What follows belongs to an exercise in optimizing a design on an open flow for a short achievable clock period and few clock cycles; a production flow would make more cautious choices.
Function was checked by simulation only, so behaviour that the tests miss may differ from the original.
Power is estimated from default activity; no workload was simulated.

$ cat run.sh
#!/bin/bash
# synth_recipe.tcl (not shown) runs the flow's synth.tcl, then flattens the netlist and writes it again
# the make line also repeats each setting of config.mk as NAME=value (left out here)
make -C /OpenROAD-flow-scripts/flow DESIGN_CONFIG=/design/flow/config.mk WORK_HOME=/design/flow/orfs CLKGATE_MAP_FILE= SYNTH_SCRIPT=/design/flow/synth_recipe.tcl finish
$ cat constraint.sdc
create_clock -name core_clock -period 6.0 [get_ports {clk}]
set_input_delay 1.2000 -clock core_clock [delete_from_list [all_inputs] [get_ports {clk}]]
set_output_delay 1.2000 -clock core_clock [all_outputs]
set_load 0.01 [all_outputs]
$ cat design.v
`default_nettype none
package mcu_pkg;
    localparam logic [3:0] OP_NOP  = 4'd0;
    localparam logic [3:0] OP_LDI  = 4'd1;
    localparam logic [3:0] OP_ADDI = 4'd2;
    localparam logic [3:0] OP_SUBI = 4'd3;
    localparam logic [3:0] OP_ANDI = 4'd4;
    localparam logic [3:0] OP_ORI  = 4'd5;
    localparam logic [3:0] OP_XORI = 4'd6;
    localparam logic [3:0] OP_LD   = 4'd7;
    localparam logic [3:0] OP_ST   = 4'd8;
    localparam logic [3:0] OP_ADD  = 4'd9;
    localparam logic [3:0] OP_SUB  = 4'd10;
    localparam logic [3:0] OP_JMP  = 4'd11;
    localparam logic [3:0] OP_JZ   = 4'd12;
    localparam logic [3:0] OP_JC   = 4'd13;
    localparam logic [3:0] OP_OUT  = 4'd14;
    localparam logic [3:0] OP_HALT = 4'd15;
    typedef enum logic [2:0] {
        ST_LOAD   = 3'd0,
        ST_FETCH  = 3'd1,
        ST_DECODE = 3'd2,
        ST_EXEC   = 3'd3,
        ST_HALT   = 3'd4
    } mcu_state_t;
    function automatic integer calc_iw(input integer data_w);
        calc_iw = data_w + 4;
    endfunction
endpackage
`default_nettype wire
`default_nettype none
import mcu_pkg::*;
module mcu_alu
#(
    parameter int DATA_W = 8
) (
    input  logic [3:0]        op_i,
    input  logic [DATA_W-1:0] acc_i,
    input  logic [DATA_W-1:0] operand_i,
    input  logic              c_i,
    output logic [DATA_W-1:0] result_o,
    output logic              z_o,
    output logic              c_o,
    output logic              acc_we_o
);
    logic [DATA_W:0] w_sum;
    logic [DATA_W:0] w_diff;
    assign w_sum  = {1'b0, acc_i} + {1'b0, operand_i};
    assign w_diff = {1'b0, acc_i} - {1'b0, operand_i};
    always_comb begin
        result_o = acc_i;
        c_o      = c_i;
        acc_we_o = 1'b0;
        case (op_i)
            OP_LDI, OP_LD: begin
                result_o = operand_i;
                acc_we_o = 1'b1;
            end
            OP_ADDI, OP_ADD: begin
                result_o = w_sum[DATA_W-1:0];
                c_o      = w_sum[DATA_W];
                acc_we_o = 1'b1;
            end
            OP_SUBI, OP_SUB: begin
                result_o = w_diff[DATA_W-1:0];
                c_o      = w_diff[DATA_W];
                acc_we_o = 1'b1;
            end
            OP_ANDI: begin
                result_o = acc_i & operand_i;
                c_o      = 1'b0;
                acc_we_o = 1'b1;
            end
            OP_ORI: begin
                result_o = acc_i | operand_i;
                c_o      = 1'b0;
                acc_we_o = 1'b1;
            end
            OP_XORI: begin
                result_o = acc_i ^ operand_i;
                c_o      = 1'b0;
                acc_we_o = 1'b1;
            end
            default: ;
        endcase
    end
    assign z_o = (result_o == '0);
endmodule
`default_nettype wire
`default_nettype none
import mcu_pkg::*;
module mcu_rd256_16
#(
    parameter int W = 8
) (
    input  logic [255:0][W-1:0] d_i,
    input  logic [3:0]          a_i,
    output logic [15:0][W-1:0]  q_o
);
    logic [63:0][W-1:0] l1;
    always_comb begin
        for (int k = 0; k < 64; k++) begin
            case (a_i[1:0])
                2'd0:    l1[k] = d_i[4*k+0];
                2'd1:    l1[k] = d_i[4*k+1];
                2'd2:    l1[k] = d_i[4*k+2];
                default: l1[k] = d_i[4*k+3];
            endcase
        end
        for (int k = 0; k < 16; k++) begin
            case (a_i[3:2])
                2'd0:    q_o[k] = l1[4*k+0];
                2'd1:    q_o[k] = l1[4*k+1];
                2'd2:    q_o[k] = l1[4*k+2];
                default: q_o[k] = l1[4*k+3];
            endcase
        end
    end
endmodule
module mcu_rd16
#(
    parameter int W = 8
) (
    input  logic [15:0][W-1:0] d_i,
    input  logic [3:0]         a_i,
    output logic [W-1:0]       q_o
);
    logic [3:0][W-1:0] l3;
    always_comb begin
        for (int k = 0; k < 4; k++) begin
            case (a_i[1:0])
                2'd0:    l3[k] = d_i[4*k+0];
                2'd1:    l3[k] = d_i[4*k+1];
                2'd2:    l3[k] = d_i[4*k+2];
                default: l3[k] = d_i[4*k+3];
            endcase
        end
        case (a_i[3:2])
            2'd0:    q_o = l3[0];
            2'd1:    q_o = l3[1];
            2'd2:    q_o = l3[2];
            default: q_o = l3[3];
        endcase
    end
endmodule
module mcu_core_p
#(
    parameter int  DATA_W     = 8,
    parameter int  PMEM_DEPTH = 256,
    parameter int  DMEM_DEPTH = 16,
    localparam int PC_W       = $clog2(PMEM_DEPTH),
    localparam int DA_W       = $clog2(DMEM_DEPTH),
    localparam int IW         = DATA_W + 4   
) (
    input  logic              clk,
    input  logic              rst,
    input  logic              ld_valid,
    input  logic [IW-1:0]     ld_data,
    input  logic              ld_last,
    output logic              ld_ready,
    output logic [DATA_W-1:0] out_data,
    output logic              out_valid,
    output logic              halted,
    output logic [PC_W-1:0]   pc
);
    if (PC_W != 8 || PMEM_DEPTH != 256) begin : g_bad_params
        $error("mcu_core_p: only a 256-word program memory is supported");
    end
    localparam logic [PC_W-1:0] LAST_ADDR = PC_W'(PMEM_DEPTH - 1);
    localparam int FD   = 8;             
    localparam int FA_W = $clog2(FD);
    logic              ld_ready_q;
    logic [PC_W-1:0]   ld_addr_q;
    logic              lw_valid_q;
    logic              lw_end_q;
    logic [IW-1:0]     lw_data_q;
    logic [PC_W-1:0]   lw_next_q;   
    logic              lw_jown_q;   
    logic              lw_fold_q;   
    logic              lw_jfold_q;  
    logic [3:0]        w_ld_op;
    logic [PC_W-1:0]   w_ld_next;
    logic [PC_W-1:0]   lw_addr_q;
    logic [3:0]        prev_op_q;
    logic [PC_W:0]     wcnt_q;      
    logic [PC_W:0]     wlim_q;      
    logic              ldone_q;
    logic              w_accept;
    logic              w_ld_end;
    assign w_accept = ld_valid & ld_ready_q;
    assign w_ld_op  = ld_data[IW-1:DATA_W];
    assign w_ld_next = (w_ld_op == OP_HALT) ? ld_addr_q :
                       (w_ld_op == OP_JMP)  ? ld_data[PC_W-1:0] : ld_addr_q + PC_W'(1);
    assign w_ld_end = w_accept & (ld_last | (ld_addr_q == LAST_ADDR));
    always_ff @(posedge clk) begin
        if (rst) begin
            ld_ready_q <= 1'b1;
            ld_addr_q  <= '0;
            lw_valid_q <= 1'b0;
            lw_end_q   <= 1'b0;
            wcnt_q     <= '0;
            wlim_q     <= '0;
            ldone_q    <= 1'b0;
        end else begin
            if (w_accept) ld_addr_q <= ld_addr_q + PC_W'(1);
            if (w_ld_end) ld_ready_q <= 1'b0;
            lw_valid_q <= w_accept;
            lw_end_q   <= w_ld_end;
            if (lw_valid_q) begin
                wcnt_q <= wcnt_q + (PC_W+1)'(1);
                wlim_q <= wcnt_q;
            end
            if (lw_valid_q && lw_end_q) ldone_q <= 1'b1;
        end
        lw_data_q  <= ld_data;
        lw_addr_q  <= ld_addr_q;
        lw_next_q  <= w_ld_next;
        lw_jown_q  <= (w_ld_next != ld_addr_q + PC_W'(1));
        lw_jfold_q <= (ld_data[PC_W-1:0] != ld_addr_q);
        lw_fold_q  <= (w_ld_op == OP_JMP) && (ld_addr_q != '0) &&
                      (prev_op_q != OP_JMP) && (prev_op_q != OP_HALT);
        if (w_accept) prev_op_q <= w_ld_op;
    end
    logic [PMEM_DEPTH-1:0][IW-1:0]   pm_ins;
    logic [PMEM_DEPTH-1:0][PC_W-1:0] pm_nxt;
    logic [PMEM_DEPTH-1:0]           pm_jmp;    
    logic [PC_W-1:0]   w_lw_imm;
    assign w_lw_imm  = lw_data_q[PC_W-1:0];
    always_ff @(posedge clk) begin
        for (int i = 0; i < PMEM_DEPTH; i++) begin
            if (lw_valid_q && lw_addr_q == PC_W'(i)) begin
                pm_ins[i] <= lw_data_q;
                pm_nxt[i] <= lw_next_q;
                pm_jmp[i] <= lw_jown_q;
            end else if (lw_valid_q && lw_fold_q && lw_addr_q == PC_W'(i + 1)) begin
                pm_nxt[i] <= w_lw_imm;
                pm_jmp[i] <= lw_jfold_q;
            end
        end
    end
    localparam int RW  = IW + PC_W + 1;
    localparam int NB  = 4;             
    logic [PC_W-1:0]   pc_q;            
    logic              vp_q;            
    logic [PC_W-1:0]   pc_p_q;
    logic [15:0][RW-1:0] cand_q;
    logic              vr_q;            
    logic [IW-1:0]     ir_r_q;
    logic [PC_W-1:0]   pc_r_q;
    logic              ve_q;            
    logic [IW-1:0]     ir_e_q;
    logic [PC_W-1:0]   pc_e_q;
    logic [DATA_W-1:0] opnd_q;
    logic              hpend_q;
    logic [PC_W-1:0]   pc_out_q;
    logic [DATA_W-1:0] acc_q;
    logic              zv_q;
    logic              c_q;
    logic [DMEM_DEPTH-1:0][DATA_W-1:0] dmem;
    logic [NB-1:0]             btb_v_q;
    logic [NB-1:0][PC_W-1:0]   btb_tag_q;
    logic [NB-1:0][PC_W-1:0]   btb_tgt_q;
    logic [$clog2(NB)-1:0]     btb_rr_q;
    logic                      trn_q;
    logic [PC_W-1:0]           trn_tag_q;
    logic [PC_W-1:0]           trn_tgt_q;
    logic [PMEM_DEPTH-1:0][RW-1:0] pm_word;
    logic [15:0][RW-1:0] w_cand;
    logic [RW-1:0]     w_word;
    logic [PC_W-1:0]   w_p_nxt;
    logic [PC_W-1:0]   w_pred;
    logic              w_hit;
    logic [PC_W-1:0]   w_hit_tgt;
    logic              w_mis;
    logic              w_p_jmp;
    logic              hit_p_q;
    logic [3:0]        r_op;
    logic [DA_W-1:0]   r_daddr;
    logic [3:0]        e_op;
    logic [DATA_W-1:0] e_imm;
    logic [DA_W-1:0]   e_daddr;
    logic              w_z;
    logic              w_taken;
    logic              w_e_out;
    logic              w_e_halt;
    logic              w_stall;
    logic              w_ok;
    logic              w_adv;
    logic [PC_W-1:0]   w_pc_d;
    logic [PC_W-1:0]   pcn_q;           
    logic [DATA_W-1:0] w_mem;
    logic [DATA_W-1:0] w_alu_result;
    logic              w_alu_z;
    logic              w_alu_c;
    logic              w_alu_we;
    logic              fifo_full;
    always_comb begin
        for (int i = 0; i < PMEM_DEPTH; i++) pm_word[i] = {pm_jmp[i], pm_nxt[i], pm_ins[i]};
    end
    mcu_rd256_16 #(.W(RW)) u_rd_a (.d_i(pm_word), .a_i(pc_q[3:0]),   .q_o(w_cand));
    mcu_rd16     #(.W(RW)) u_rd_b (.d_i(cand_q),  .a_i(pc_p_q[7:4]), .q_o(w_word));
    assign w_p_nxt  = w_word[IW+PC_W-1:IW];
    assign w_p_jmp  = w_word[RW-1];
    always_comb begin
        w_hit     = 1'b0;
        w_hit_tgt = '0;
        for (int i = 0; i < NB; i++) begin
            if (btb_v_q[i] && btb_tag_q[i] == ~pcn_q) begin
                w_hit     = 1'b1;
                w_hit_tgt = w_hit_tgt | btb_tgt_q[i];
            end
        end
    end
    assign w_pred = w_hit ? w_hit_tgt : ~pcn_q + PC_W'(1);
    assign r_op    = ir_r_q[IW-1:DATA_W];
    assign r_daddr = ir_r_q[DA_W-1:0];
    assign e_op    = ir_e_q[IW-1:DATA_W];
    assign e_imm   = ir_e_q[DATA_W-1:0];
    assign e_daddr = e_imm[DA_W-1:0];
    assign w_z      = zv_q & (acc_q == '0);
    assign w_taken  = ve_q & (((e_op == OP_JZ) & w_z) | ((e_op == OP_JC) & c_q));
    assign w_e_out  = ve_q & (e_op == OP_OUT);
    assign w_e_halt = ve_q & (e_op == OP_HALT);
    assign w_stall  = w_e_out & fifo_full & ld_ready_q;
    assign w_mis    = vp_q & ~w_stall & ~w_taken & ~w_e_halt & ~hpend_q & ~hit_p_q & w_p_jmp;
    assign w_ok     = ldone_q | ({1'b0, ~pcn_q} < wlim_q);
    assign w_adv    = ~hpend_q & ~w_e_halt & w_ok & ~w_taken & ~w_mis & ~w_stall;
    always_comb begin
        if (w_taken)                w_pc_d = e_imm[PC_W-1:0];
        else if (w_stall && vp_q)   w_pc_d = pc_p_q;
        else if (w_mis)             w_pc_d = w_p_nxt;
        else if (w_adv)             w_pc_d = w_pred;
        else                        w_pc_d = pc_q;
    end
    assign w_mem = (ve_q && e_op == OP_ST && e_daddr == r_daddr) ? acc_q : dmem[r_daddr];
    mcu_alu #(
        .DATA_W (DATA_W)
    ) u_alu (
        .op_i      (e_op),
        .acc_i     (acc_q),
        .operand_i (opnd_q),
        .c_i       (c_q),
        .result_o  (w_alu_result),
        .z_o       (w_alu_z),
        .c_o       (w_alu_c),
        .acc_we_o  (w_alu_we)
    );
    always_ff @(posedge clk) begin
        if (rst) begin
            pc_q     <= '0;
            pcn_q    <= '1;
            vp_q     <= 1'b0;
            vr_q     <= 1'b0;
            ve_q     <= 1'b0;
            hpend_q  <= 1'b0;
            acc_q    <= '0;
            zv_q     <= 1'b0;
            c_q      <= 1'b0;
            btb_v_q  <= '0;
            btb_rr_q <= '0;
            trn_q    <= 1'b0;
        end else begin
            trn_q <= w_mis;
            pc_q  <= w_pc_d;
            pcn_q <= ~w_pc_d;
            vp_q  <= w_adv;
            if (trn_q) begin
                btb_v_q[btb_rr_q] <= 1'b1;
                btb_rr_q <= btb_rr_q + 1'b1;
            end
        end
        if (!rst && !w_stall) begin
            vr_q <= vp_q & ~w_taken & ~w_e_halt;
            ve_q <= vr_q & ~w_taken & ~w_e_halt;
            if (w_e_halt) hpend_q <= 1'b1;
            if (ve_q && w_alu_we) begin
                acc_q <= w_alu_result;
                zv_q  <= 1'b1;
                c_q   <= w_alu_c;
            end
        end
        if (trn_q) begin
            btb_tag_q[btb_rr_q] <= trn_tag_q;
            btb_tgt_q[btb_rr_q] <= trn_tgt_q;
        end
        trn_tag_q <= pc_p_q;
        trn_tgt_q <= w_p_nxt;
        pc_p_q    <= pc_q;
        hit_p_q   <= w_hit;
        cand_q    <= w_cand;
        if (!w_stall) begin
            ir_r_q <= w_word[IW-1:0];
            pc_r_q <= pc_p_q;
            ir_e_q <= ir_r_q;
            pc_e_q <= pc_r_q;
            opnd_q <= (r_op == OP_LD || r_op == OP_ADD || r_op == OP_SUB) ? w_mem : ir_r_q[DATA_W-1:0];
        end
        if (ve_q && e_op == OP_ST && !w_stall) dmem[e_daddr] <= acc_q;
        pc_out_q <= (w_e_halt ? pc_e_q : '0) | (hpend_q ? pc_out_q : '0);
    end
    logic [FD-1:0][DATA_W-1:0] fifo_q;
    logic [FA_W-1:0]   frp_q, fwp_q;
    logic [FA_W:0]     fcnt_q;
    logic [DATA_W-1:0] out_data_q;
    logic              out_valid_q;
    logic              halted_q;
    logic              w_can_emit;
    logic              w_fempty;
    logic              w_push;
    logic              w_pop;
    logic              w_fpush;
    assign w_can_emit = ~ld_ready_q;
    assign w_fempty   = (fcnt_q == '0);
    assign fifo_full  = (fcnt_q == (FA_W+1)'(FD));
    assign w_push     = w_e_out & ~w_stall;
    assign w_pop      = w_can_emit & ~w_fempty;
    assign w_fpush    = w_push & ~(w_can_emit & w_fempty);
    always_ff @(posedge clk) begin
        if (rst) begin
            out_valid_q <= 1'b0;
            frp_q       <= '0;
            fwp_q       <= '0;
            fcnt_q      <= '0;
            halted_q    <= 1'b0;
        end else begin
            out_valid_q <= w_pop | (w_can_emit & w_push);
            if (w_pop) frp_q <= frp_q + FA_W'(1);
            if (w_fpush) fwp_q <= fwp_q + FA_W'(1);
            fcnt_q <= fcnt_q + (FA_W+1)'(w_fpush) - (FA_W+1)'(w_pop);
            if ((hpend_q || w_e_halt) && w_can_emit && w_fempty) halted_q <= 1'b1;
        end
        if (w_pop)       out_data_q <= fifo_q[frp_q];
        else             out_data_q <= acc_q;
        if (w_fpush)     fifo_q[fwp_q] <= acc_q;
    end
    assign ld_ready  = ld_ready_q;
    assign out_data  = out_data_q;
    assign out_valid = out_valid_q;
    assign halted    = halted_q;
    assign pc        = pc_out_q;
endmodule
`default_nettype wire
$ cat config.mk
export PLATFORM = sky130hd
export DESIGN_NAME = mcu_core_p
export DESIGN_NICKNAME = mcu_core_p
export VERILOG_FILES = /design/flow/design.v
export SDC_FILE = /design/flow/constraint.sdc
export NUM_CORES = 4
export LEC_CHECK = 0
export CAP_MARGIN = 20
export CORE_MARGIN = 2
export CORE_UTILIZATION = 60
export SETUP_SLACK_MARGIN = 3.5
export SLEW_MARGIN = 20
==> results of run 1 <==
## layer usage
layer	routed length, um	vias to the layer above	GRT usage	share of wire
met5	340	-	0	0.00038
met1	318900	81220	0.5259	0.36
li1	-	59840	-	-
met3	101600	2148	0.08971	0.11
met4	61170	46	0.2144	0.069
met2	401900	10480	0.5827	0.45
## layout make-up
| cell class | instances | share of cell area |
|---|---|---|
| Antenna cell | 133 | 0.001057 |
| Multi-Input combinational cell | 6810 | 0.2675 |
| Tap cell | 5757 | 0.02287 |
| Clock buffer | 890 | 0.05663 |
| Timing Repair Buffer | 1427 | 0.06757 |
| Inverter | 147 | 0.002073 |
| Sequential cell | 6170 | 0.5736 |
| Clock inverter | 298 | 0.008655 |
## path summary, 6_finish.rpt
path               end       from  depth (start not counted)  slack [ns]
max               flop  pc_p_q[4]                          9        2.95
min          pc_p_q[5]       flop                          0        0.34
max reg2reg       flop  pc_p_q[4]                          9        2.95
min reg2reg  pc_p_q[5]       flop                          0        0.34
## state kept, by name, summed over array words and instances, names as in the netlist, 9 cells and up, named ones only
register	cells
fifo_q	64
btb_tag_q	32
lw_data_q	12
wlim_q	9
pm_jmp	256
ir_e_q	12
dmem	128
pm_nxt	2048
pm_ins	3072
ir_r_q	12
wcnt_q	9
btb_tgt_q	32
cand_q	336
## synth_stat cells (all sizes together) (23+ instances only)
cell,number
mux4,1542
mux2,2313
a22o,140
a22oi,42
a221o,61
o211ai,33
a211oi,167
nor2,816
edfxtp,5694
a21oi,243
ha,53
dfxtp,476
xnor2,23
clkbuf,1053
o21ai,240
inv,139
buf,145
xor2,51
nand3,44
nand2,321
nor3,33
mux2i,351
## cell usage in the layout (no fill, tap or decap), drive strengths merged, types with 11 or more instances in the layout
| cell | instances |
|---|---|
| nor2 | 909 |
| nand3 | 44 |
| nor2b | 22 |
| a21oi | 243 |
| nand2 | 326 |
| nor3 | 33 |
| inv | 157 |
| xor2 | 51 |
| clkinv | 226 |
| o22ai | 21 |
| o21ai | 240 |
| clkdlybuf4s50 | 14 |
| edfxtp | 5694 |
| mux2 | 2313 |
| a221o | 61 |
| a21o | 11 |
| mux4 | 1542 |
| ha | 53 |
| diode | 133 |
| bufbuf | 63 |
| o211ai | 33 |
| o31ai | 12 |
| dfxtp | 476 |
| mux2i | 351 |
| clkinvlp | 27 |
| bufinv | 35 |
| clkbuf | 943 |
| buf | 1297 |
| nand4 | 15 |
| a22oi | 42 |
| xnor2 | 23 |
| a211oi | 167 |
| nand2b | 12 |
| a22o | 140 |
| and3 | 17 |
## cells by family (layout without fill, tap and decap cells)
| logic type | Yosys count | in the layout | synth area share |
|---|---|---|---|
| flops | 6170 | 6170 | 0.6846 |
| simple gates | 1333 | 1437 | 0.02081 |
| xor+xnor | 74 | 74 | 0.002458 |
| buf+inv | 1345 | 2762 | 0.01934 |
| other cells | 1 | 141 | 0.00001422 |
| fa+ha+maj | 56 | 56 | 0.002743 |
| compound gates | 1029 | 1029 | 0.02619 |
| mux | 4206 | 4206 | 0.2439 |
## power groups by stage
stage / sequential (mW) / combinational (mW) / clock, mW
global placement: 52.3 / 22.6 / 0
finish: 51.2 / 29.5 / 39.3
detailed placement: 52.3 / 22.9 / 0
floorplan: 50.1 / 14.7 / 0
CTS: 51.1 / 27.6 / 39.4
global route: 51.1 / 29.9 / 41.1
## worst max-delay path, delay by kind of cell, from the launching register on
kind | cells | cell delay [ns]
buf+inv | 5 | 0.67
mux | 2 | 1.33
flops | 1 | 0.38
compound gates | 2 | 0.46
## what timing repair did
item | CTS | global route
cloned | 216 | 54
endpoints found under the setup margin | 8391 | 4722
hold buffers | 0 | 0
resized for setup | 1400 | 480
buffers inserted | 535 | 266
pin swaps | 250 | 120
==> implementation parameters, run 1 <==
Parameter                              Value

Power and ir drop
  Portion of total power attributed to combinational logic ... 0.246
  Worst supply voltage drop on vdd ... roughly 0.00031 V
  Static leakage ... approximately 100 nW
  Total Power Consumption ... about 120 mW
  Total power divided by cell area ... 380.9 mW/mm2
  Sw power ... 36.28 mW
  Part of the power in registers ... 0.427
  Cell-internal power ... between 80 and 90 mW
  Portion of total power attributed to the clock network ... 0.328
  Switching share of total power ... 0.3023

STA
  Remaining max-slew budget at the tightest pin ... -0.04664
  Fraction of the cycle the final worst path needs ... 0.5078
  Count of pins over their slew limit ... 76
  Final setup slack of the worst path ... between 2 and 3 ns
  Setup Skew ... ~0.045 ns
  Slew at the pin with the worst max-slew slack ... about 1.6 ns
  Sum of negative setup slack ... 0 ns
  Final setup violation count ... 0
  Final hold violations ... 0
  Minimum hold slack ... approximately 0.34 ns
  Achievable Freq ... between 300 and 400 MHz
  Minimum period implied by the final worst setup slack ... slightly above 3 ns
  RSZ-0062 raised after global routing ... true

Drt
  Aggregate routed wire length ... between 800 and 900 mm
  WL per Instance ... 40.86 um
  Drt first-iter violations ... roughly 23000
  Detailed-route via count ... 153700
  ANT nets after route ... 0
  Residual DRC count ... 0
  Number of vias per cell after detailed routing ... about 7
  TritonRoute pass-1 iters ... 9

Placement
  Cell area reported after detailed placement ... ~0.27 mm2
  # placed instances ... between 15000 and 20000
  Worst setup slack after placement ... ~1.5 ns
  Number of buffers inserted by port buffering ... 34
  RD Place Congestion ... between 0.9 and 1
  Half-perimeter wire length after detailed placement ... around 470 mm

Critical path
  Cells along the critical path ... buf_12, buf_6, buf_16, buf_6, mux4_2, mux4_2, a222oi_1, buf_4, a311oi_2
  Critical Path Start Type ... flop
  Required time at the endpoint of the critical path ... between 6 and 7 ns
  Critical path's largest stage delay ... a little under 0.7 ns
  Critical path data arrival time ... roughly 4.0 ns
  Capturing element type of the critical path ... flop
  Crit-path max FO ... 6
  CP max stage cell ... sky130_fd_sc_hd__mux4_2
  Kind of critical path ... flop to flop

Flow run
  Total of max-cap violations ... 0

Synth
  Distinct cell type count after synthesis ... between 70 and 80
  Number of enable flip-flop cells after synthesis ... 5694
  Top FF cell, synth ... sky130_fd_sc_hd__edfxtp_1
  Post-Syn Area ... between 0.2 and 0.3 mm2
  Area share of the leading cell type in the synthesized netlist ... 0.6485
  Warnings from Yosys ... 4
  Cell type contributing the most total cell area after synthesis ... sky130_fd_sc_hd__edfxtp_1
  Proportion of synthesized flip-flops having asynchronous set or reset ... 0
  Cell types with the largest area share after synthesis ... sky130_fd_sc_hd__edfxtp_1, sky130_fd_sc_hd__mux4_2, sky130_fd_sc_hd__mux2_2, sky130_fd_sc_hd__dfxtp_1, sky130_fd_sc_hd__clkbuf_1
  Number of instances in the synthesized netlist ... ~14000
  Part of the Yosys area used for sequential elements ... 0.6846
  Average instance area after synthesis ... between 15 and 20 um2
  Synth Register Bits ... 6170

Die
  Initial Util ... 0.6023
  Standard cell core area ... 0.4378 mm2
  Count of pins on the block boundary ... 35
  Chip Width ... 666.9 um
  Die area ... roughly 0.44 mm2
  Floorplan die height ... 666.9 um
  Num rows ... 243

CTS
  Worst-Skew Late Latency ... approximately 1.1 ns
  Root buffer cell ... sky130_fd_sc_hd__clkbuf_16
  TritonCTS clock tree ... yes
  Maximum clock insertion buffer count ... 4
  Number of sinks handled by clock tree synthesis ... between 6000 and 7000
  Number of levels in the clock H-tree ... 6
  Register clock-pin slew on the reported worst setup and hold paths ... around 0.070 ns
  Inserted Clock Buffers ... approximately 640

Global route
  Global-route wire length before repair ... roughly 1200 mm
  Antenna violations before repair ... 91
  Total GRT Usage ... 0.3862
  Remaining Overflow, GRT ... 0
  Largest net degree at the start of global routing ... approximately 180
  Number of global-route vias before repair ... around 150k

Final layout
  Share of layout cells above drive strength 1 ... 0.4532
  Layout Cell Area excl Fill ... approximately 0.32 mm2
  Final Non-Filler Cells ... about 22000
  Share of the core filled with cells ... 0.7195
  Post-synthesis to final-layout area growth ... 19.47%
  Final Net Count ... between 15000 and 20000
  Fill cell total of the finished layout ... roughly 26000
  Area taken by multi-input logic gates ... 0.08428 mm2
  Total area of sequential cells ... 0.1807 mm2

Outcome
  Result of the run ... complete, but fails checks
  Violated Checks ... max-slew violations

Worst hold path
  Min-delay worst type ... flop to flop
Testbench counts, summed over its fixed seeds: cycles 43,536.
==> run 2, diff against run 1 <==
--- a/config.mk
+++ b/config.mk
@@ -7,6 +7,6 @@
 export LEC_CHECK = 0
 export CAP_MARGIN = 20
 export CORE_MARGIN = 2
-export CORE_UTILIZATION = 60
+export CORE_UTILIZATION = 50
 export SETUP_SLACK_MARGIN = 3.5
 export SLEW_MARGIN = 20
==> implementation parameters, run 2 <==
Parameter                              Value

Global route
  Largest net degree at the start of global routing ... roughly 170
  Global-route wire length before repair ... 1207 mm
  Remaining Overflow, GRT ... 0
  Total GRT Usage ... 0.3245
  Antenna violations before repair ... between 70 and 80
  Number of global-route vias before repair ... between 100k and 150k

Power and ir drop
  Sw power ... 36.83 mW
  Switching share of total power ... 0.3043
  Total Power Consumption ... approximately 120 mW
  Worst supply voltage drop on vdd ... 0.0003743 V
  Static leakage ... between 90 and 100 nW
  Portion of total power attributed to combinational logic ... 0.248
  Total power divided by cell area ... 382.9 mW/mm2
  Portion of total power attributed to the clock network ... 0.334
  Cell-internal power ... approximately 84 mW
  Part of the power in registers ... 0.419

Die
  Die area ... around 0.53 mm2
  Chip Width ... between 700 and 800 um
  Initial Util ... 0.5021
  Floorplan die height ... about 730 um
  Num rows ... roughly 270
  Standard cell core area ... approximately 0.53 mm2
  Count of pins on the block boundary ... 35

CTS
  Inserted Clock Buffers ... 650
  Register clock-pin slew on the reported worst setup and hold paths ... ~0.060 ns
  Number of levels in the clock H-tree ... 6
  Maximum clock insertion buffer count ... 4
  Worst-Skew Late Latency ... about 1.1 ns
  Number of sinks handled by clock tree synthesis ... 6170
  TritonCTS clock tree ... yes
  Root buffer cell ... sky130_fd_sc_hd__clkbuf_16

STA
  Slew at the pin with the worst max-slew slack ... approximately 1.6 ns
  Fraction of the cycle the final worst path needs ... 0.5189
  Sum of negative setup slack ... 0 ns
  Minimum period implied by the final worst setup slack ... about 3.1 ns
  Count of pins over their slew limit ... 48
  Remaining max-slew budget at the tightest pin ... -0.04793
  Setup Skew ... slightly above 0.09 ns
  Achievable Freq ... approximately 320 MHz
  RSZ-0062 raised after global routing ... true
  Final setup violation count ... 0
  Final hold violations ... 0

Drt
  Detailed-route via count ... between 150k and 200k
  Residual DRC count ... 0
  Drt first-iter violations ... ~22000
  TritonRoute pass-1 iters ... 7
  Number of vias per cell after detailed routing ... about 6.7
  WL per Instance ... approximately 39 um
  Aggregate routed wire length ... a little under 900 mm
  ANT nets after route ... 0

Critical path
  Critical path data arrival time ... between 4 and 5 ns
  Dominant cell type by count on the critical path ... sky130_fd_sc_hd__mux4_2
  Worst-case register-to-register setup slack ... 2.89 ns
  Critical path's largest stage delay ... between 0.7 and 0.8 ns
  Kind of critical path ... flop to flop
  Worst flop-to-flop path startpoint ... pc_p_q[4]
  Launching instance or port of the critical path ... pc_p_q[4]
  Required time at the endpoint of the critical path ... between 6 and 7 ns
  Depth of the worst register-to-register path ... 8
  CP max stage cell ... sky130_fd_sc_hd__mux4_2
  Cells along the critical path ... buf_12, buf_16, buf_6, mux4_2, mux4_2, a222oi_1, buf_4, a311oi_2
  Crit-path max FO ... 6
  Capturing element type of the critical path ... flop
  Critical Path Start Type ... flop

Final layout
  Area taken by multi-input logic gates ... around 0.084 mm2
  Biggest registers after layout ... pm_ins: 3072 flops, pm_nxt: 2048 flops, cand_q: 336 flops
  Total area of sequential cells ... roughly 0.18 mm2
  Fill cell total of the finished layout ... between 30000 and 40000
  Share of layout cells above drive strength 1 ... 0.4526
  Commonest cells after routing, fill and taps aside ... sky130_fd_sc_hd__edfxtp_1, sky130_fd_sc_hd__mux2_2, sky130_fd_sc_hd__mux4_2
  Most frequent standard cell in the layout excluding fill and tap cells ... sky130_fd_sc_hd__edfxtp_1
  Register bank with the most flops ... pm_ins
  Final Net Count ... 15270
  Post-synthesis to final-layout area growth ... 19.88%
  Number of flip-flops under the largest register name ... 3072

Worst hold path
  Min-delay worst type ... flop to flop

Synth
  Proportion of synthesized flip-flops having asynchronous set or reset ... 0
  Part of the Yosys area used for sequential elements ... 0.6846
  Average instance area after synthesis ... around 19 um2
  Cell types with the largest area share after synthesis ... sky130_fd_sc_hd__edfxtp_1, sky130_fd_sc_hd__mux4_2, sky130_fd_sc_hd__mux2_2, sky130_fd_sc_hd__dfxtp_1, sky130_fd_sc_hd__clkbuf_1
  Cell type contributing the most total cell area after synthesis ... sky130_fd_sc_hd__edfxtp_1
  Post-Syn Area ... 0.2637 mm2
  Number of instances in the synthesized netlist ... roughly 14000
  Synth Register Bits ... 6170
  Area share of the leading cell type in the synthesized netlist ... 0.6485
  Library cell with the highest instance count after synthesis ... sky130_fd_sc_hd__edfxtp_1
  Warnings from Yosys ... 4
  Top FF cell, synth ... sky130_fd_sc_hd__edfxtp_1
  Distinct cell type count after synthesis ... a little under 80
  Ranking of synthesized cells by instance count ... sky130_fd_sc_hd__edfxtp_1, sky130_fd_sc_hd__mux2_2, sky130_fd_sc_hd__mux4_2
  Number of enable flip-flop cells after synthesis ... 5694

Placement
  Number of buffers inserted by port buffering ... 34
  RD Place Congestion ... approximately 0.87
  Half-perimeter wire length after detailed placement ... 470.8 mm

Outcome
  Result of the run ... complete, but fails checks
  Violated Checks ... max-slew violations

Flow run
  Total of max-cap violations ... 0
==> run 2: critical path: cells and delay by family (launching register included) <==
family                 cells  cell delay [ns]
muxes                      2             1.41
buffers and inverters      4             0.71
AOI/OAI and AO/OA          2             0.42
DFF                        1             0.36
==> run 2: worst min path at each step <==
stage                      start           end  cells past startpoint
detailed placement          flop     pc_p_q[6]                      0
floorplan           ld_addr_q[6]  lw_addr_q[6]                      0
finish                      flop     pc_p_q[6]                      0
CTS                         flop     pc_p_q[7]                      0
global route                flop     pc_p_q[7]                      0
global placement            flop     pc_p_q[6]                      0
==> run 2: kinds of logic (layout without fill, tap and decap cells) <==
logic type	Yosys count	in the layout	share of synthesized area
xor gates and xnor gates	74	74	0.002458
and+or+nand+nor	1333	1437	0.02081
other	1	42	0.00001422
buffers and inverters	1345	2772	0.01934
AOI/OAI and AO/OA	1029	1029	0.02619
DFF	6170	6170	0.6846
adders and majority gates	56	56	0.002743
muxes	4206	4206	0.2439
==> run 2: final cells by class <==
type / instances / share of cell area
inverter: 147 / 0.002011
sequential: 6170 / 0.5716
timing repair buffer: 1415 / 0.06566
tap: 6968 / 0.02758
clock buffer: 911 / 0.05698
clock inverter: 299 / 0.01069
multi-input combinational: 6810 / 0.2652
antenna: 34 / 0.0002692
==> run 2: per-layer routing <==
layer  GRT usage  up-vias  wire length [um]
met5           0        -               208
met4      0.1467       30             48760
met3     0.07138     1789             97000
met2      0.4945     9458            410000
met1      0.4517    81750            338800
li1            -    59750                 -
==> run 2: stage by stage <==
stage | cells | setup slack, ns | cell area (um2) | util | hold slack (ns)
CTS | 22410 | 2.985 | 310700 | 0.5917 | 0.3291
floorplan | 14220 | 1.766 | 264600 | - | 0.3258
detailed placement | 20450 | 1.651 | 274000 | 0.5217 | 0.3365
global placement | 20440 | 1.461 | 273800 | 0.5213 | 0.3378
global route | 22720 | 2.899 | 316000 | 0.6017 | 0.3510
finish | 22750 | 2.887 | 316100 | 0.6019 | 0.3486
==> run 2: repair_timing <==
item / in CTS / in global routing
pin swaps: 221 / 137
hold buffers: 0 / 0
buffers inserted: 534 / 257
setup endpoints to repair: 8496 / 3277
gates cloned: 220 / 50
gates resized for setup: 1395 / 278
==> run 2: power groups by stage <==
stage          registers (mW)  clock network (mW)  logic [mW]
6_report                 50.7                40.4        30.0
5_1_grt                  50.7                42.4        30.5
4_1_cts                  50.6                40.8        28.1
3_5_place_dp             51.7                   0        23.5
3_3_place_gp             51.7                   0        23.3
2_1_floorplan            50.1                   0        14.7
==> run 3, diff against run 2 <==
--- a/config.mk
+++ b/config.mk
@@ -5,8 +5,8 @@
 export SDC_FILE = /design/flow/constraint.sdc
 export NUM_CORES = 4
 export LEC_CHECK = 0
-export CAP_MARGIN = 20
+export CAP_MARGIN = 30
 export CORE_MARGIN = 2
 export CORE_UTILIZATION = 50
 export SETUP_SLACK_MARGIN = 3.5
-export SLEW_MARGIN = 20
+export SLEW_MARGIN = 40
==> implementation parameters, run 3 <==
Parameter                              Value

Outcome
  Result of the run ... timing/DRC/antenna clean

Synth
  Synth Area in Compound Gates ... 0.02619
  Average instance area after synthesis ... around 19 um2
  Distinct cell type count after synthesis ... 78
  Synth Register Bits ... a little over 6000
  Part of the Yosys area used for sequential elements ... 0.6846
  Synth Area in XOR/XNOR ... 0.002458
  Top FF cell, synth ... sky130_fd_sc_hd__edfxtp_1
  Warnings from Yosys ... 4
  Dominant combinational cell family by area after synthesis ... multiplexers
  Post-Syn Area ... between 0.2 and 0.3 mm2
  Post-synthesis share of cell area spent on full adders, half adders and majority gates ... 0.002743
  Area share of the leading cell type in the synthesized netlist ... 0.6485
  Post-synthesis mux area share ... 0.2439
  Cell type contributing the most total cell area after synthesis ... sky130_fd_sc_hd__edfxtp_1
  Simple-gate area share of the yosys netlist ... 0.02081
  Ranking of synthesized cells by instance count ... sky130_fd_sc_hd__edfxtp_1, sky130_fd_sc_hd__mux2_2, sky130_fd_sc_hd__mux4_2
  Library cell with the highest instance count after synthesis ... sky130_fd_sc_hd__edfxtp_1
  Number of instances in the synthesized netlist ... 14210
  Number of enable flip-flop cells after synthesis ... ~5700
  Proportion of synthesized flip-flops having asynchronous set or reset ... 0
  Cell types with the largest area share after synthesis ... sky130_fd_sc_hd__edfxtp_1, sky130_fd_sc_hd__mux4_2, sky130_fd_sc_hd__mux2_2, sky130_fd_sc_hd__dfxtp_1, sky130_fd_sc_hd__clkbuf_1

Drt
  Residual DRC count ... 0
  TritonRoute pass-1 iters ... 6
  Detailed-route via count ... approximately 150k
  Aggregate routed wire length ... between 900 and 1000 mm
  Drt first-iter violations ... around 21000
  ANT nets after route ... 0
  WL per Instance ... 39.42 um
  Number of vias per cell after detailed routing ... approximately 6.7

Placement
  Worst setup slack after placement ... 1.766 ns
  Number of buffers inserted by port buffering ... 34
  # placed instances ... between 20000 and 25000
  RD Place Congestion ... 0.8652
  Half-perimeter wire length after detailed placement ... roughly 480 mm
  Cell area reported after detailed placement ... 0.2756 mm2

CTS
  Number of levels in the clock H-tree ... 6
  Number of sinks handled by clock tree synthesis ... ~6200
  Inserted Clock Buffers ... between 600 and 700
  Worst-Skew Late Latency ... 1.13 ns
  Root buffer cell ... sky130_fd_sc_hd__clkbuf_16
  Register clock-pin slew on the reported worst setup and hold paths ... roughly 0.06 ns
  TritonCTS clock tree ... yes
  Post-cts hold buffer count ... 0
  Maximum clock insertion buffer count ... 4

Power and ir drop
  Portion of total power attributed to combinational logic ... 0.260
  Sw power ... 37.52 mW
  Cell-internal power ... ~85 mW
  Worst supply voltage drop on vdd ... 0.0003235 V
  Total power divided by cell area ... roughly 390 mW/mm2
  Static leakage ... roughly 100 nW
  Total Power Consumption ... 123.0 mW
  Part of the power in registers ... 0.412
  Switching share of total power ... 0.3051
  Portion of total power attributed to the clock network ... 0.328

STA
  Minimum period implied by the final worst setup slack ... ~3.2 ns
  RSZ-0062 raised after global routing ... true
  Remaining max-slew budget at the tightest pin ... 0.3653
  Achievable Freq ... about 310 MHz
  Fraction of the cycle the final worst path needs ... 0.5302
  Sum of negative setup slack ... 0 ns
  Count of pins over their slew limit ... 0
  Slew at the pin with the worst max-slew slack ... approximately 0.95 ns
  Final hold violations ... 0
  Final setup violation count ... 0
  Setup Skew ... about 0.065 ns
  Final setup slack of the worst path ... between 2 and 3 ns

Critical path
  Worst flop-to-flop path startpoint ... pc_p_q[4]
  CP max stage cell ... sky130_fd_sc_hd__mux4_2
  Depth of the worst register-to-register path ... 11
  Capturing element type of the critical path ... flop
  Launching instance or port of the critical path ... pc_p_q[4]
  Kind of critical path ... flop to flop
  Critical path data arrival time ... 4.18 ns
  Cells along the critical path ... buf_12, buf_16, mux4_2, nor2_4, nor4b_1, and4_4, buf_12, nor3b_4, buf_6, o21ai_1, a311o_1
  Reg2Reg Capture Point ... pcn_q[1]
  Critical Path Start Type ... flop
  Dominant cell type by count on the critical path ... sky130_fd_sc_hd__buf_12
  Endpoint of the worst setup timing path ... pcn_q[1]
  Crit-path max FO ... 5
  Critical path's largest stage delay ... 0.61 ns
  Required time at the endpoint of the critical path ... 7.00 ns
  Worst-case register-to-register setup slack ... 2.82 ns

Global route
  Total GRT Usage ... 0.3265
  Global-route wire length before repair ... approximately 1200 mm
  Largest net degree at the start of global routing ... about 170
  Antenna violations before repair ... 67
  Remaining Overflow, GRT ... 0
  Number of global-route vias before repair ... ~150k

Final layout
  Final Net Count ... between 15000 and 20000
  Biggest registers after layout ... pm_ins: 3072 flops, pm_nxt: 2048 flops, cand_q: 336 flops
  Final Non-Filler Cells ... approximately 23000
  Register bank with the most flops ... pm_ins
  Post-synthesis to final-layout area growth ... 21.08%
  Share of layout cells above drive strength 1 ... 0.4651
  Most frequent standard cell in the layout excluding fill and tap cells ... sky130_fd_sc_hd__edfxtp_1
  Commonest cells after routing, fill and taps aside ... sky130_fd_sc_hd__edfxtp_1, sky130_fd_sc_hd__mux2_2, sky130_fd_sc_hd__mux4_2
  Number of flip-flops under the largest register name ... 3072
  Layout Cell Area excl Fill ... 0.3193 mm2

Die
  Count of pins on the block boundary ... 35
  Floorplan die height ... 730.2 um
  Num rows ... approximately 270
  Chip Width ... 730.2 um
  Initial Util ... 0.5021
  Die area ... 0.5332 mm2
  Standard cell core area ... about 0.53 mm2

Flow run
  Total of max-cap violations ... 0

Worst hold path
  Min-delay worst type ... flop to flop
-- run 3: cell counts after synthesis --
No cell type changed its count.
-- run 3: worst max-delay path, delay by kind of cell (launching register included) --
kind | cells | cell delay (ns)
simple gates | 4 | 0.89
flops | 1 | 0.46
compound gates | 2 | 0.47
mux | 1 | 0.61
buf+inv | 4 | 0.60
-- run 3: kinds of logic (layout without fill, tap and decap cells) --
kind of cell | after synthesis | in the layout
AOI/OAI and AO/OA | 1029 | 1029
xor gates and xnor gates | 74 | 74
adders and majority gates | 56 | 56
buffers and inverters | 1345 | 2888
DFF | 6170 | 6170
muxes | 4206 | 4206
other | 1 | 47
and+or+nand+nor | 1333 | 1427
-- run 3: metal layers --
metal / global-route usage / up-vias / wire, um
li1: - / 60030 / -
met1: 0.4552 / 82130 / 342000
met2: 0.4996 / 9337 / 414100
met3: 0.07248 / 1716 / 98200
met4: 0.1402 / 30 / 46890
met5: 0 / - / 195
-- run 3: cell type report --
type	count	area, um2
Fill cell	37090	205900
Sequential cell	6170	180700
Multi-Input combinational cell	6800	84230
Timing Repair Buffer	1543	23590
Clock buffer	891	18100
Tap cell	6968	8718
Clock inverter	307	3207
Inverter	147	626.9
Antenna cell	39	97.59
-- run 3: how the worst min path moves through the flow --
| stage | slack (ns) | cells past startpoint | start | endpoint |
|---|---|---|---|---|
| 6_report | 0.36 | 0 | flop | pc_p_q[7] |
| 5_1_grt | 0.37 | 0 | flop | pc_p_q[7] |
| 4_1_cts | 0.35 | 0 | flop | pc_p_q[7] |
| 3_5_place_dp | 0.34 | 0 | flop | pc_p_q[6] |
| 3_3_place_gp | 0.34 | 0 | flop | pc_p_q[6] |
| 2_1_floorplan | 0.33 | 0 | ld_addr_q[6] | lw_addr_q[6] |
-- run 3: power groups by stage --
stage               Clock, mW  Combinational (mW)  Sequential, mW
finish                   40.4                32.0            50.6
global route             42.4                32.5            50.6
CTS                      40.7                29.3            50.6
detailed placement          0                23.7            51.6
global placement            0                23.3            51.7
floorplan                   0                14.7            50.1
-- run 3: through the flow --
stage               utilization  hold slack (ns)
global route             0.6077           0.3709
global placement         0.5213           0.3378
detailed placement       0.5248           0.3353
floorplan                     -           0.3258
CTS                      0.5962           0.3547
finish                   0.6079           0.3591
-- run 3: what timing repair did --
| action | CTS | global route |
|---|---|---|
| resized for setup | 1245 | 456 |
| buffers inserted | 570 | 251 |
| endpoints found under the setup margin | 8488 | 3394 |
| cloned | 241 | 65 |
| pin swaps | 234 | 139 |
==> run 4, diff against run 3 <==
--- a/design.v
+++ b/design.v
@@ -281,6 +281,9 @@
     logic [DA_W-1:0]   e_daddr;
     logic              w_z;
     logic              w_taken;
+    logic              w_ez;
+    logic              w_zn;
+    logic              w_cn;
     logic              w_e_out;
     logic              w_e_halt;
     logic              w_stall;
@@ -318,7 +321,23 @@
     assign e_imm   = ir_e_q[DATA_W-1:0];
     assign e_daddr = e_imm[DA_W-1:0];
     assign w_z      = zv_q & (acc_q == '0);
-    assign w_taken  = ve_q & (((e_op == OP_JZ) & w_z) | ((e_op == OP_JC) & c_q));
+    always_comb begin
+        case (e_op)
+            OP_LDI, OP_LD:   w_ez = (opnd_q == '0);
+            OP_ADDI, OP_ADD: w_ez = ((acc_q[0] ^ opnd_q[0]) == 1'b0) &&
+                                    ((acc_q[DATA_W-1:1] ^ opnd_q[DATA_W-1:1]) ==
+                                     (acc_q[DATA_W-2:0] | opnd_q[DATA_W-2:0]));
+            OP_SUBI, OP_SUB,
+            OP_XORI:         w_ez = (acc_q == opnd_q);
+            OP_ANDI:         w_ez = ((acc_q & opnd_q) == '0);
+            OP_ORI:          w_ez = ((acc_q | opnd_q) == '0);
+            default:         w_ez = w_z;
+        endcase
+    end
+    assign w_zn     = ve_q ? w_ez : w_z;
+    assign w_cn     = (ve_q && w_alu_we) ? w_alu_c : c_q;
+    assign w_taken  = vr_q & ~w_stall & ~w_e_halt &
+                      (((r_op == OP_JZ) & w_zn) | ((r_op == OP_JC) & w_cn));
     assign w_e_out  = ve_q & (e_op == OP_OUT);
     assign w_e_halt = ve_q & (e_op == OP_HALT);
     assign w_stall  = w_e_out & fifo_full & ld_ready_q;
@@ -326,7 +345,7 @@
     assign w_ok     = ldone_q | ({1'b0, ~pcn_q} < wlim_q);
     assign w_adv    = ~hpend_q & ~w_e_halt & w_ok & ~w_taken & ~w_mis & ~w_stall;
     always_comb begin
-        if (w_taken)                w_pc_d = e_imm[PC_W-1:0];
+        if (w_taken)                w_pc_d = ir_r_q[PC_W-1:0];
         else if (w_stall && vp_q)   w_pc_d = pc_p_q;
         else if (w_mis)             w_pc_d = w_p_nxt;
         else if (w_adv)             w_pc_d = w_pred;
@@ -371,7 +390,7 @@
         end
         if (!rst && !w_stall) begin
             vr_q <= vp_q & ~w_taken & ~w_e_halt;
-            ve_q <= vr_q & ~w_taken & ~w_e_halt;
+            ve_q <= vr_q & ~w_e_halt;
             if (w_e_halt) hpend_q <= 1'b1;
             if (ve_q && w_alu_we) begin
                 acc_q <= w_alu_result;
--- a/config.mk
+++ b/config.mk
@@ -7,6 +7,6 @@
 export LEC_CHECK = 0
 export CAP_MARGIN = 30
 export CORE_MARGIN = 2
-export CORE_UTILIZATION = 50
+export CORE_UTILIZATION = 45
 export SETUP_SLACK_MARGIN = 3.5
 export SLEW_MARGIN = 40
==> implementation parameters, run 4 <==
Parameter                              Value

Synth
  Top FF cell, synth ... sky130_fd_sc_hd__edfxtp_1
  Post-Syn Area ... 0.2654 mm2
  Number of enable flip-flop cells after synthesis ... roughly 5700
  Average instance area after synthesis ... about 18 um2
  Proportion of synthesized flip-flops having asynchronous set or reset ... 0
  Distinct cell type count after synthesis ... 87
  Part of the Yosys area used for sequential elements ... 0.6795
  Synth Register Bits ... between 6000 and 7000
  Number of instances in the synthesized netlist ... around 14000
  Ranking of synthesized cells by instance count ... sky130_fd_sc_hd__edfxtp_1, sky130_fd_sc_hd__mux2_2, sky130_fd_sc_hd__mux4_2
  Area share of the leading cell type in the synthesized netlist ... 0.6436
  Cell type contributing the most total cell area after synthesis ... sky130_fd_sc_hd__edfxtp_1
  Library cell with the highest instance count after synthesis ... sky130_fd_sc_hd__edfxtp_1
  Cell types with the largest area share after synthesis ... sky130_fd_sc_hd__edfxtp_1, sky130_fd_sc_hd__mux4_2, sky130_fd_sc_hd__mux2_2, sky130_fd_sc_hd__dfxtp_1, sky130_fd_sc_hd__clkbuf_1
  Warnings from Yosys ... 4

CTS
  Post-cts hold buffer count ... 0
  Maximum clock insertion buffer count ... 4
  Worst-Skew Late Latency ... ~1.2 ns
  TritonCTS clock tree ... yes
  Number of sinks handled by clock tree synthesis ... 6166
  Register clock-pin slew on the reported worst setup and hold paths ... about 0.060 ns
  Root buffer cell ... sky130_fd_sc_hd__clkbuf_16
  Number of levels in the clock H-tree ... 6
  Inserted Clock Buffers ... 651

Die
  Count of pins on the block boundary ... 35
  Standard cell core area ... between 0.5 and 0.6 mm2
  Initial Util ... 0.4510
  Num rows ... between 200 and 300
  Chip Width ... between 700 and 800 um
  Die area ... a little under 0.6 mm2
  Floorplan die height ... roughly 770 um

Global route
  Global-route wire length before repair ... between 1000 and 1500 mm
  Number of global-route vias before repair ... approximately 150k
  Largest net degree at the start of global routing ... 152
  Antenna violations before repair ... 100
  Total GRT Usage ... 0.2937
  Remaining Overflow, GRT ... 0

Power and ir drop
  Static leakage ... 103.8 nW
  Worst supply voltage drop on vdd ... between 0.0003 and 0.0004 V
  Total power divided by cell area ... just under 400 mW/mm2

Final layout
  Commonest cells after routing, fill and taps aside ... sky130_fd_sc_hd__edfxtp_1, sky130_fd_sc_hd__mux2_2, sky130_fd_sc_hd__mux4_2
  Fill cell total of the finished layout ... approximately 45000
  Final Non-Filler Cells ... 23940
  Biggest registers after layout ... pm_ins: 3072 flops, pm_nxt: 2048 flops, cand_q: 336 flops
  Most frequent standard cell in the layout excluding fill and tap cells ... sky130_fd_sc_hd__edfxtp_1
  Register bank with the most flops ... pm_ins
  Final Net Count ... 15570
  Post-synthesis to final-layout area growth ... 21.66%
  Share of layout cells above drive strength 1 ... 0.4677
  Number of flip-flops under the largest register name ... roughly 3100
  Share of the core filled with cells ... 0.5487

STA
  Final setup slack of the worst path ... around 2.9 ns
  Remaining max-slew budget at the tightest pin ... 0.3204
  Achievable Freq ... roughly 320 MHz
  Minimum period implied by the final worst setup slack ... 3.111 ns
  Setup Skew ... between 0.1 and 0.15 ns
  Fraction of the cycle the final worst path needs ... 0.5185
  Count of pins over their slew limit ... 0
  Final setup violation count ... 0
  Final hold violations ... 0
  Sum of negative setup slack ... 0 ns
  Slew at the pin with the worst max-slew slack ... 1.019 ns
  RSZ-0062 raised after global routing ... true

Placement
  Number of buffers inserted by port buffering ... 34
  Worst setup slack after placement ... about 1.8 ns
  Half-perimeter wire length after detailed placement ... approximately 490 mm
  RD Place Congestion ... 0.8808
  # placed instances ... roughly 22000

Drt
  Aggregate routed wire length ... around 910 mm
  Drt first-iter violations ... between 20000 and 25000
  TritonRoute pass-1 iters ... 6
  Routed length on met1 ... 356.6 mm
  WL per Instance ... roughly 38 um
  Met3 Wirelength ... roughly 100 mm
  Detailed-route via count ... between 150k and 200k
  Routed length on met2 ... 412.6 mm
  Residual DRC count ... 0
  Top routing layer used ... met5
  Number of vias per cell after detailed routing ... 6.482
  ANT nets after route ... 0

Critical path
  Required time at the endpoint of the critical path ... between 7 and 8 ns
  Kind of critical path ... flop to flop
  Crit-path max FO ... 5
  Worst flop-to-flop path startpoint ... pc_p_q[4]
  Depth of the worst register-to-register path ... 9
  Worst-case register-to-register setup slack ... 2.89 ns
  Capturing element type of the critical path ... flop
  Critical Path Start Type ... flop
  Launching instance or port of the critical path ... pc_p_q[4]
  Critical path data arrival time ... 4.14 ns

Flow run
  Total of max-cap violations ... 0

Outcome
  Result of the run ... timing/DRC/antenna clean

Worst hold path
  Min-delay worst type ... flop to flop
[run 4: cell count changes after synthesis, sizes merged, moves of 29 or more]
cell,delta
nor2,-376
inv,+149
o22ai,+141
o21ai,+113
buf,+93
a21oi,+63
nand2,+43
xnor2,+36
xor2,-29
[run 4: routing by layer]
metal	track usage	vias up
met1	0.4187	83060
met5	0	-
li1	-	60730
met2	0.4431	9702
met3	0.06232	1623
met4	0.1179	28
[run 4: layout make-up]
class | count | area [um2] | share of cell area
clock inverters | 312 | 3506 | 0.01086
clock buffers | 890 | 18050 | 0.05591
flip-flops and latches | 6166 | 180600 | 0.5591
diodes | 81 | 202.7 | 0.0006277
multi-input cells | 6726 | 84320 | 0.2611
inverters | 293 | 1790 | 0.005544
repair inverters | 6 | 38.79 | 0.0001201
well taps | 7810 | 9772 | 0.03026
repair buffers | 1652 | 24690 | 0.07646
[run 4: where the power goes]
group / internal, mW / total, mW / leakage (nW) / switching (mW)
Combinational: 16.3 / 36.0 / 37.4 / 19.7
Clock: 23.3 / 41.0 / 10.5 / 17.7
Sequential: 48.6 / 50.7 / 55.9 / 2.11
[run 4: critical path, stage by stage, from the launching register on]
cell	delay (ns)
sky130_fd_sc_hd__dfxtp_4	0.35
sky130_fd_sc_hd__buf_12	0.17
sky130_fd_sc_hd__buf_12	0.15
sky130_fd_sc_hd__mux4_2	0.64
sky130_fd_sc_hd__a22oi_2	0.68
sky130_fd_sc_hd__nand2_4	0.21
sky130_fd_sc_hd__a32o_2	0.34
sky130_fd_sc_hd__nor2_2	0.11
sky130_fd_sc_hd__a211oi_2	0.09
sky130_fd_sc_hd__a22o_1	0.22
[run 4: cell families after synthesis]
logic type      count (synthesis)  synth area share
compound gates               1260           0.03040
xor+xnor                       81          0.002673
fa+ha+maj                      57          0.002772
buf+inv                      1577           0.02284
flops                        6166            0.6795
mux                          4206            0.2434
other cells                     1        0.00001413
simple gates                 1064           0.01837
[run 4: per-stage QoR]
step | hold slack, ns | instance area (um2) | total power, mW
after detailed placement | 0.3448 | 278300 | 76.60
final | 0.3502 | 322900 | 127.7
after global placement | 0.3354 | 276100 | 76.40
after global routing | 0.3554 | 322800 | 130.2
after CTS | 0.3497 | 316700 | 124.7
after floorplan | 0.3258 | 266000 | 65.74
[run 4: worst min path at each step]
stage                      to  slack, ns  cells after the start
floorplan           pc_p_q[2]       0.33                      0
global placement    pc_p_q[4]       0.34                      0
detailed placement  pc_p_q[6]       0.34                      0
CTS                 pc_p_q[6]       0.35                      0
global route        pc_p_q[4]       0.36                      0
finish              pc_p_q[6]       0.35                      0
[run 4: timing repair]
action,in CTS,in global routing
setup endpoints to repair,8363,2527
gates cloned,233,71
setup buffers,593,203
gates resized for setup,1314,519
pin swaps,177,143
Testbench counts of run 4, summed over its fixed seeds: cycles 43,169.

re-timing with driven ports:
In the flow no input, the clock included, has a driving cell. The finished layouts below were timed again as built, in two steps.
Step 1 (the two cells are an assumption about what drives the block):
set clk [get_ports {clk}]
set_driving_cell -lib_cell sky130_fd_sc_hd__clkbuf_16 $clk
set_driving_cell -lib_cell sky130_fd_sc_hd__buf_2 [delete_from_list [all_inputs] $clk]
Step 2 moves the port delays by t, midway between the first and last clock arrival at a register: inputs arrive t later, outputs are due t later. That takes back most of the time a late clock gives input paths.
Three values: no drivers, after step 1, after step 2; two values: the first two.
run | t, ns | slack for setup (ns) | worst setup path at the end | worst slew at a driven data input, ns
run 1 | 1.215 | 2.953 / 2.953 / 2.410 | input to register | 0.11
run 2 | 1.231 | 2.887 / 2.887 / 2.648 | input to register | 0.12
run 3 | 1.248 | 2.819 / 2.819 / 2.637 | input to register | 0.13
run 4 | 1.253 | 2.889 / 2.889 / 2.500 | input to register | 0.14
For run 1, which loses most, drivers alone change the setup slack by 0.000 ns; drivers and shift together by -0.543 ns.
